This design comes from an exercise in tuning for a short achievable clock period, few clock cycles and low power on the open sky130 flow, not from production work.
At most, simulation tests tie the RTL to the original design; equivalence was not proved.
Power and IR drop assume default switching activity.

==> run B <==
==> flow/design.v (excerpt) <==
module mac_vector_engine (
  input logic clk,
  input logic reset_n,
  input logic start,
  input logic clear,
  input logic [9:0] vec_len,
  input logic signed [47:0] bias,
  input logic in_valid,
  input logic [35:0] in_a,
  input logic [35:0] in_b,
  input logic out_ready,
  output logic busy,
  output logic in_ready,
  output logic out_valid,
  output logic signed [17:0] out_data,
  output logic signed [47:0] out_acc,
  output logic acc_overflow
);
clock: 7.0 ns
lec_check: 0
abc_clock_period_in_ps: 2900
cap_margin: 20
core_margin: 2
core_utilization: 60
cts_buf_list: sky130_fd_sc_hd__clkbuf_16
cts_cluster_diameter: 70
cts_cluster_size: 40
setup_slack_margin: 4.25
slew_margin: 20
run.sh (not shown) runs the stock make flow with config.mk's settings and CLKGATE_MAP_FILE= SYNTH_SCRIPT=/design/flow/synth_recipe.tcl, a recipe that flattens the netlist after the stock synthesis.
==> run A (differences from run B) <==
--- a/flow/design.v
+++ b/flow/design.v
@@ -1987,105 +1987,108 @@
   output logic busy,
   output logic in_ready,
   output logic out_valid,
   output logic signed [17:0] out_data,
   output logic signed [47:0] out_acc,
   output logic acc_overflow
 );
   localparam int NST = 2;    
-  localparam int HOLD = 3;  
-  logic busy_q, ir_q, pv_q, inf_q, ov_q;
+  localparam int NC = 3;      
+  logic busy_q, ir_q, pv_q, inf_q, ov_q, nf_q;
   logic [9:0] plen_q, rem_q;
-  logic [$clog2(HOLD+1)-1:0] hc_q;
-  logic [47:0] bias_q;
+  logic [NC-1:0] own_q, hb_q;   
+  logic [NC-1:0] st_c, dl_c, hw_c, ho_c;
   logic res_done;
-  wire cur = rem_q != '0;
+  wire cur = !nf_q;   
   wire pl0 = plen_q == 10'd0, pl1 = plen_q == 10'd1, pl2 = plen_q == 10'd2;
   wire r1 = rem_q == 10'd1, r2 = rem_q == 10'd2;
   wire pseudo = !cur && pv_q && pl0 && !inf_q;   
   wire [9:0] rem_m1 = (cur ? rem_q : plen_q) - 10'd1;
   wire blast_t = cur ? r1 : pl1;                 
-  wire hc_hi = hc_q > 1;
   wire take = in_valid && ir_q;
   wire pop = ov_q && out_ready;
   wire accept = start && !busy_q;               
   wire vl0 = vec_len == 10'd0, vl1 = vec_len == 10'd1;
   wire infn = inf_q && !pop;
   wire consume = (take && !cur) || pseudo;      
-  wire bfirst = consume;
   wire blast = pseudo || (take && blast_t);
+  wire nf_d = take ? blast_t : nf_q;
   wire nl_t = cur ? (r1 ? (pv_q ? pl1 : (accept && vl1)) : r2) : (!pl1 && pl2);
   wire inf_t = blast_t || infn;
   wire nl_n = cur ? r1 : (pv_q ? pl1 : (accept && vl1));
   wire inf_n = pseudo || infn;
+  assign dl_c = {NC{accept}} & (~own_q | (st_c & ~hb_q));
+  assign hw_c = {NC{accept}} & own_q & ~st_c;
+  assign ho_c = st_c & hb_q;
+  wire hb_next = |(hw_c | (hb_q & ~ho_c));
   always_ff @(posedge clk or negedge reset_n) begin
     if (!reset_n) begin
       busy_q <= 1'b0;
       ir_q <= 1'b0;
       pv_q <= 1'b0;
       inf_q <= 1'b0;
       ov_q <= 1'b0;
       rem_q <= '0;
-      hc_q <= '0;
+      nf_q <= 1'b1;
+      own_q <= '0;
+      hb_q <= '0;
     end else begin
-      busy_q <= !clear && (accept || pv_q || hc_hi);
+      busy_q <= !clear && (accept || (pv_q && !consume) || (infn && !nf_d) || hb_next);
       ir_q <= !clear && !(take ? (nl_t && inf_t) : (nl_n && inf_n));
       pv_q <= !clear && (accept || (pv_q && !consume));
       inf_q <= !clear && (blast || infn);
       ov_q <= !clear && (res_done || (ov_q && !pop));
       rem_q <= clear ? '0 : take ? rem_m1 : rem_q;
-      hc_q <= clear ? '0 : consume ? HOLD[$clog2(HOLD+1)-1:0] : hc_q - {{($clog2(HOLD+1)-1){1'b0}}, hc_q != '0};
+      nf_q <= clear || nf_d;
+      own_q <= clear ? '0 : (dl_c | ho_c | (own_q & ~st_c));
+      hb_q <= clear ? '0 : (hw_c | (hb_q & ~ho_c));
     end
   end
   always_ff @(posedge clk) begin
-    if (!busy_q) begin
-      plen_q <= vec_len;
-      bias_q <= bias;
-    end
+    if (!busy_q) plen_q <= vec_len;
   end
   logic [35:0] a_q;
   logic [17:0] one_q, two_q, neg_q;
   logic rb_q;
   always_ff @(posedge clk) begin
-    a_q <= in_valid ? in_a : '0;
+    a_q <= take ? in_a : '0;
     rb_q <= take;
     for (int l = 0; l < 2; l++)
       for (int i = 0; i < 9; i++) begin
-        one_q[l*9+i] <= in_valid && (in_b[l*18+2*i] ^ (i == 0 ? 1'b0 : in_b[l*18+2*i-1]));
-        two_q[l*9+i] <= in_valid && (i == 0 ? (in_b[l*18+1] & ~in_b[l*18])
+        one_q[l*9+i] <= take && (in_b[l*18+2*i] ^ (i == 0 ? 1'b0 : in_b[l*18+2*i-1]));
+        two_q[l*9+i] <= take && (i == 0 ? (in_b[l*18+1] & ~in_b[l*18])
                                : ((in_b[l*18+2*i+1] & ~in_b[l*18+2*i] & ~in_b[l*18+2*i-1]) |
                                   (~in_b[l*18+2*i+1] & in_b[l*18+2*i] & in_b[l*18+2*i-1])));
-        neg_q[l*9+i] <= in_valid && in_b[l*18+2*i+1];
+        neg_q[l*9+i] <= take && in_b[l*18+2*i+1];
       end
   end
-  logic [NST:0] fp_q, lp_q;
-  always_ff @(posedge clk or negedge reset_n) begin
-    if (!reset_n) lp_q <= '0;
-    else if (clear) lp_q <= '0;
-    else lp_q <= {lp_q[NST-1:0], blast};
-  end
-  always_ff @(posedge clk) fp_q <= {fp_q[NST-1:0], bfirst};
-  wire fa_q = fp_q[NST], la_q = lp_q[NST];
-  logic [2-1:0] fk_q, lk_q;
+  logic [NST+2:0] vp_q, lp_q;
   always_ff @(posedge clk or negedge reset_n) begin
-    if (!reset_n) lk_q <= '0;
-    else if (clear) lk_q <= '0;
-    else lk_q <= {lk_q, la_q};
+    if (!reset_n) begin
+      vp_q <= '0;
+      lp_q <= '0;
+    end else if (clear) begin
+      vp_q <= '0;
+      lp_q <= '0;
+    end else begin
+      vp_q <= {vp_q[NST+2-1:0], take || pseudo};
+      lp_q <= {lp_q[NST+2-1:0], blast};
+    end
   end
-  always_ff @(posedge clk) fk_q <= {fk_q, fa_q};
   wire [47:0] s_t, c_t;
   mac_lane_sum u_sum (.clk(clk), .v_i(rb_q), .a_i(a_q), .one_i(one_q), .two_i(two_q), .neg_i(neg_q), .s_o(s_t), .c_o(c_t));
   logic [47:0] res_q;
   logic ovf_q, rovf_q;
   logic [15:0] acc0_q;
   wire [15:0] x0 = acc0_q;
+  wire st0 = lp_q[NST+0], vb0 = vp_q[NST+0];
+  assign st_c[0] = st0;
   wire [15:0] s0 = s_t[15:0];
   wire [15:0] c0 = c_t[15:0];
-  wire ldn0 = fp_q[NST-1], st0 = la_q;
   wire [15:0] p0 = x0 ^ s0 ^ c0;
   wire [15:0] g0 = (x0 & s0) | (x0 & c0) | (s0 & c0);
   wire [15:0] k0_p0 = p0 ^ {g0[14:0], 1'b0};
   wire [15:0] k0_g0 = p0 & {g0[14:0], 1'b0};
   wire [15:0] k0_G0 = {k0_g0[15:1], k0_g0[0] | (k0_p0[0] & 1'b0)};
   wire [15:0] k0_P0 = k0_p0;
   wire [15:0] k0_G1, k0_P1;
   assign k0_G1[0] = k0_G0[0];
@@ -2220,21 +2223,24 @@
   assign k0_G4[15] = k0_G3[15] | (k0_P3[15] & k0_G3[7]);
   assign k0_P4[15] = k0_P3[15] & k0_P3[7];
   wire [16:0] k0_y = {k0_G4[15], k0_p0 ^ {k0_G4[14:0], 1'b0}};
   wire cg1 = g0[15];   
   wire [16:0] y0 = k0_y;
   logic ca1_q;
   always_ff @(posedge clk) ca1_q <= y0[16];
   always_ff @(posedge clk) begin
-    acc0_q <= ldn0 ? bias_q[15:0] : y0[15:0];
-    if (st0) res_q[15:0] <= y0[15:0];
+    if (dl_c[0] || ho_c[0] || vb0)
+      acc0_q <= dl_c[0] ? bias[15:0] : ho_c[0] ? res_q[15:0] : y0[15:0];
+    if (st0 || hw_c[0]) res_q[15:0] <= st0 ? y0[15:0] : bias[15:0];
   end
   logic [15:0] acc1_q;
   wire [15:0] x1 = acc1_q;
+  wire st1 = lp_q[NST+1], vb1 = vp_q[NST+1];
+  assign st_c[1] = st1;
   wire [15:0] ps1 = s_t[31:16];
   wire [15:0] pc1 = c_t[31:16];
   wire [15:0] q1_p0 = ps1 ^ pc1;
   wire [15:0] q1_g0 = ps1 & pc1;
   wire [15:0] q1_G0 = {q1_g0[15:1], q1_g0[0] | (q1_p0[0] & cg1)};
   wire [15:0] q1_P0 = q1_p0;
   wire [15:0] q1_G1, q1_P1;
   assign q1_G1[0] = q1_G0[0];
@@ -2370,17 +2376,16 @@
   assign q1_P4[15] = q1_P3[15] & q1_P3[7];
   wire [16:0] q1_y = {q1_G4[15], q1_p0 ^ {q1_G4[14:0], cg1}};
   logic [15:0] pa1_q;
   logic pco2_q;
   always_ff @(posedge clk) begin
     pa1_q <= q1_y[15:0];
     pco2_q <= q1_y[16];
   end
-  wire ldn1 = fa_q, st1 = lk_q[0];
   wire [15:0] k1_p0 = x1 ^ pa1_q;
   wire [15:0] k1_g0 = x1 & pa1_q;
   wire [15:0] k1_G0 = {k1_g0[15:1], k1_g0[0] | (k1_p0[0] & ca1_q)};
   wire [15:0] k1_P0 = k1_p0;
   wire [15:0] k1_G1, k1_P1;
   assign k1_G1[0] = k1_G0[0];
   assign k1_P1[0] = k1_P0[0];
   assign k1_G1[1] = k1_G0[1] | (k1_P0[1] & k1_G0[0]);
@@ -2512,21 +2517,24 @@
   assign k1_P4[14] = k1_P3[14] & k1_P3[6];
   assign k1_G4[15] = k1_G3[15] | (k1_P3[15] & k1_G3[7]);
   assign k1_P4[15] = k1_P3[15] & k1_P3[7];
   wire [16:0] k1_y = {k1_G4[15], k1_p0 ^ {k1_G4[14:0], ca1_q}};
   wire [16:0] y1 = k1_y;
   logic ca2_q;
   always_ff @(posedge clk) ca2_q <= y1[16];
   always_ff @(posedge clk) begin
-    acc1_q <= ldn1 ? bias_q[31:16] : y1[15:0];
-    if (st1) res_q[31:16] <= y1[15:0];
+    if (dl_c[1] || ho_c[1] || vb1)
+      acc1_q <= dl_c[1] ? bias[31:16] : ho_c[1] ? res_q[31:16] : y1[15:0];
+    if (st1 || hw_c[1]) res_q[31:16] <= st1 ? y1[15:0] : bias[31:16];
   end
   logic [15:0] acc2_q;
   wire [15:0] x2 = acc2_q;
+  wire st2 = lp_q[NST+2], vb2 = vp_q[NST+2];
+  assign st_c[2] = st2;
   logic [15:0] sd2_q [1];
   logic [15:0] cd2_q [1];
   always_ff @(posedge clk) begin
     sd2_q[0] <= s_t[47:32];
     cd2_q[0] <= c_t[47:32];
   end
   wire [15:0] ps2 = sd2_q[0];
   wire [15:0] pc2 = cd2_q[0];
@@ -2666,17 +2674,16 @@
   assign q2_P4[14] = q2_P3[14] & q2_P3[6];
   assign q2_G4[15] = q2_G3[15] | (q2_P3[15] & q2_G3[7]);
   assign q2_P4[15] = q2_P3[15] & q2_P3[7];
   wire [16:0] q2_y = {q2_G4[15], q2_p0 ^ {q2_G4[14:0], pco2_q}};
   logic [15:0] pa2_q;
   always_ff @(posedge clk) begin
     pa2_q <= q2_y[15:0];
   end
-  wire ldn2 = fk_q[0], st2 = lk_q[1];
   wire [15:0] k2_p0 = x2 ^ pa2_q;
   wire [15:0] k2_g0 = x2 & pa2_q;
   wire [15:0] k2_G0 = {k2_g0[15:1], k2_g0[0] | (k2_p0[0] & ca2_q)};
   wire [15:0] k2_P0 = k2_p0;
   wire [15:0] k2_G1, k2_P1;
   assign k2_G1[0] = k2_G0[0];
   assign k2_P1[0] = k2_P0[0];
   assign k2_G1[1] = k2_G0[1] | (k2_P0[1] & k2_G0[0]);
@@ -2806,24 +2813,25 @@
   assign k2_P4[13] = k2_P3[13] & k2_P3[5];
   assign k2_G4[14] = k2_G3[14] | (k2_P3[14] & k2_G3[6]);
   assign k2_P4[14] = k2_P3[14] & k2_P3[6];
   assign k2_G4[15] = k2_G3[15] | (k2_P3[15] & k2_G3[7]);
   assign k2_P4[15] = k2_P3[15] & k2_P3[7];
   wire [16:0] k2_y = {k2_G4[15], k2_p0 ^ {k2_G4[14:0], ca2_q}};
   wire [16:0] y2 = k2_y;
   always_ff @(posedge clk) begin
-    acc2_q <= ldn2 ? bias_q[47:32] : y2[15:0];
-    if (st2) res_q[47:32] <= y2[15:0];
+    if (dl_c[2] || ho_c[2] || vb2)
+      acc2_q <= dl_c[2] ? bias[47:32] : ho_c[2] ? res_q[47:32] : y2[15:0];
+    if (st2 || hw_c[2]) res_q[47:32] <= st2 ? y2[15:0] : bias[47:32];
   end
   wire ovf_step = (x2[15] ^ y2[15]) & (x2[15] ^ x2[14]);
-  wire ovf_new = ovf_q | ovf_step;
   always_ff @(posedge clk) begin
-    ovf_q <= !ldn2 && ovf_new;
-    if (st2) rovf_q <= ovf_new;
+    if (dl_c[2] || ho_c[2]) ovf_q <= 1'b0;
+    else if (vb2) ovf_q <= ovf_q | ovf_step;
+    if (st2) rovf_q <= ovf_q | ovf_step;
   end
   assign res_done = st2;
   assign busy = busy_q;
   assign in_ready = ir_q;
   assign out_valid = ov_q;
   assign out_acc = res_q;
   assign out_data = res_q[25:8];
   assign acc_overflow = rovf_q;
CTS_CLUSTER_DIAMETER = 100   (was 70)
CTS_CLUSTER_SIZE = 30   (was 40)
SETUP_SLACK_MARGIN = 4.2   (was 4.25)
==> results.cfg <==
[synthesis]
synth_top_cells_by_count = 332 x dfxtp_1, 310 x a22oi_1, 304 x fa_1

[finish]
buffers = 324
clock_buffer_count = 23

[floorplanning]
row_count = 85
fp.dieArea_sq_um = 55690

[route]
via_per_inst = 6.025
drt_iter0_drc = 2120

[sta]
fin_skew_ps = 37.22

[run_status]
outcome = no timing/DRC/antenna violations

[grt]
grt_pass1_wl_mm = 136.7

[setup_path]
r2r_end = res_q[14]
The numbers above come from run A.

==> results.cfg <==
[cts]
clk_pin_slew_ps = 100

[setup_path]
crit-reg2reg-launch = one_q[5]
crit_buf_inv = 2
cpLargestDelayFamily = adder cells
cp-endpoint = u_sum.t1_q[56]
r2r_end = u_sum.t1_q[56]

[floorplanning]
fp.dieArea_sq_um = 54660

[route]
via_per_inst = 5.826

[sta]
fin_skew_ps = 35.30
setup_viol = 0

[finish]
clock_buffer_count = 36

[worst_hold_path]
hold_depth = 0

[synthesis]
synth.avg_cell_area_sq_um = 10.63

[run_status]
outcome = no timing/DRC/antenna violations
The numbers above come from run B.

Testbench counts of run B, summed over its fixed seeds: cycles 12,350.
Testbench counts of run A, summed over its fixed seeds: cycles 12,338.

========
==> trial 95 <==
mac_vector_engine, a different RTL version from the one above (not shown whole).
clock: 7.0 ns
lec_check: 0
abc_clock_period_in_ps: 2900
cap_margin: 20
core_margin: 2
core_utilization: 60
cts_buf_list: sky130_fd_sc_hd__clkbuf_16
cts_cluster_diameter: 120
cts_cluster_size: 25
setup_slack_margin: 4.2
slew_margin: 20
==> inputs of trial 77, as changes to trial 95 <==
--- a/flow/design.v
+++ b/flow/design.v
@@ -2374,15 +2374,15 @@
   assign q1_P4[14] = q1_P3[14] & q1_P3[6];
   assign q1_G4[15] = q1_G3[15] | (q1_P3[15] & q1_G3[7]);
   assign q1_P4[15] = q1_P3[15] & q1_P3[7];
   wire [16:0] q1_y = {q1_G4[15], q1_p0 ^ {q1_G4[14:0], cg1}};
   logic [15:0] pa1_q;
   logic pco2_q;
   always_ff @(posedge clk) begin
-    pa1_q <= vp_q[NST+0] ? q1_y[15:0] : '0;
+    pa1_q <= q1_y[15:0];
     pco2_q <= q1_y[16];
   end
   wire [15:0] k1_p0 = x1 ^ pa1_q;
   wire [15:0] k1_g0 = x1 & pa1_q;
   wire [15:0] k1_G0 = {k1_g0[15:1], k1_g0[0] | (k1_p0[0] & ca1_q)};
   wire [15:0] k1_P0 = k1_p0;
   wire [15:0] k1_G1, k1_P1;
@@ -2574,15 +2574,15 @@
   assign q2_G3[3] = q2_G2[3];
   assign q2_P3[3] = q2_P2[3];
   assign q2_G3[4] = q2_G2[4] | (q2_P2[4] & q2_G2[0]);
   assign q2_P3[4] = q2_P2[4] & q2_P2[0];
   wire [5:0] q2_y = {q2_G3[4], q2_p0 ^ {q2_G3[3:0], pco2_q}};
   logic [4:0] pa2_q;
   always_ff @(posedge clk) begin
-    pa2_q <= vp_q[NST+1] ? q2_y[4:0] : '0;
+    pa2_q <= q2_y[4:0];
   end
   wire [15:0] k2_p0 = x2 ^ {{11{pa2_q[4]}}, pa2_q};
   wire [15:0] k2_g0 = x2 & {{11{pa2_q[4]}}, pa2_q};
   wire [15:0] k2_G0 = {k2_g0[15:1], k2_g0[0] | (k2_p0[0] & ca2_q)};
   wire [15:0] k2_P0 = k2_p0;
   wire [15:0] k2_G1, k2_P1;
   assign k2_G1[0] = k2_G0[0];
CTS_CLUSTER_DIAMETER = 70   (was 120)
CTS_CLUSTER_SIZE = 40   (was 25)
==> comparison table <==
Final Wtd Congestion: trial 77 0.924; trial 95 0.921
Largest net degree at the start of global routing: trial 77 100; trial 95 135
DP Wirelength: trial 77 60.6 mm; trial 95 60.8 mm
Slowest CP cell: trial 77 sky130_fd_sc_hd__edfxtp_1; trial 95 sky130_fd_sc_hd__fa_1
Final core utilization: trial 77 69.1%; trial 95 68.7%
Part of the power in registers: trial 77 43.0%; trial 95 49.1%
WL final: trial 77 87.6 mm; trial 95 88.7 mm
Initial antenna violation count: trial 77 1; trial 95 0
Slew at the pin closest to its max-slew limit: trial 77 1.02 ns; trial 95 1.00 ns
Clock network latency to the later pin of the worst-skew pair: trial 77 0.58 ns; trial 95 0.57 ns
Power per cell area: trial 77 207 nW/µm²; trial 95 178 nW/µm²
Multiplexer fraction of the synthesized cell area: trial 77 1.87%; trial 95 1.87%
Worst slack at placement: trial 77 3.14 ns; trial 95 3.37 ns
Highest Clock Rate: trial 77 0.346 GHz; trial 95 0.328 GHz
Arithmetic-cell share of the synthesized area counting full adders, half adders and majority gates: trial 77 22.9%; trial 95 23.0%
Antenna diode instance count: trial 77 1; trial 95 0
Run status: trial 77 complete, no violations; trial 95 complete, no violations
Clock buffer count: trial 77 34; trial 95 23
Final worst path period share: trial 77 41.3%; trial 95 43.6%
Testbench counts of trial 77, summed over its fixed seeds: cycles 12,338.
Function not checked in trial 95: the RTL went through the layout flow alone.

[port drivers added, routing unchanged]
In the flow no input, the clock included, has a driving cell. The finished layouts below were timed again as built, in two steps.
Step 1 assumes that a clkbuf_16 drives the clock port and a buf_2 every other input.
Step 2 times the ports against the registers' clock, not the clock port: input delays grow and output delays shrink by t, the midpoint of the rising clock arrivals with the driver on.
Three values: no drivers, after step 1, after step 2; two values: the first two.
| run | t, ns | setup WS [ns] | clock arrival spread, ns | worst register clock-pin slew, ns | pins driven straight from the clock port |
|---|---|---|---|---|---|
| run B | 0.647 | 4.182 / 4.182 / 3.938 | 0.036 / 0.037 | 0.11 / 0.11 | 1 |
| run A | 0.639 | 4.129 / 4.069 / 3.720 | 0.038 / 0.038 | 0.12 / 0.12 | 1 |
| trial 95 | 0.619 | 3.949 / 3.949 / 3.685 | 0.028 / 0.029 | 0.11 / 0.11 | 1 |
| trial 77 | 0.631 | 4.108 / 4.108 / 3.667 | 0.027 / 0.027 | 0.10 / 0.10 | 1 |
After both steps setup and hold are still met in every run listed. For trial 77, which loses most, drivers alone change the setup slack by 0.000 ns; drivers and shift together by -0.441 ns.
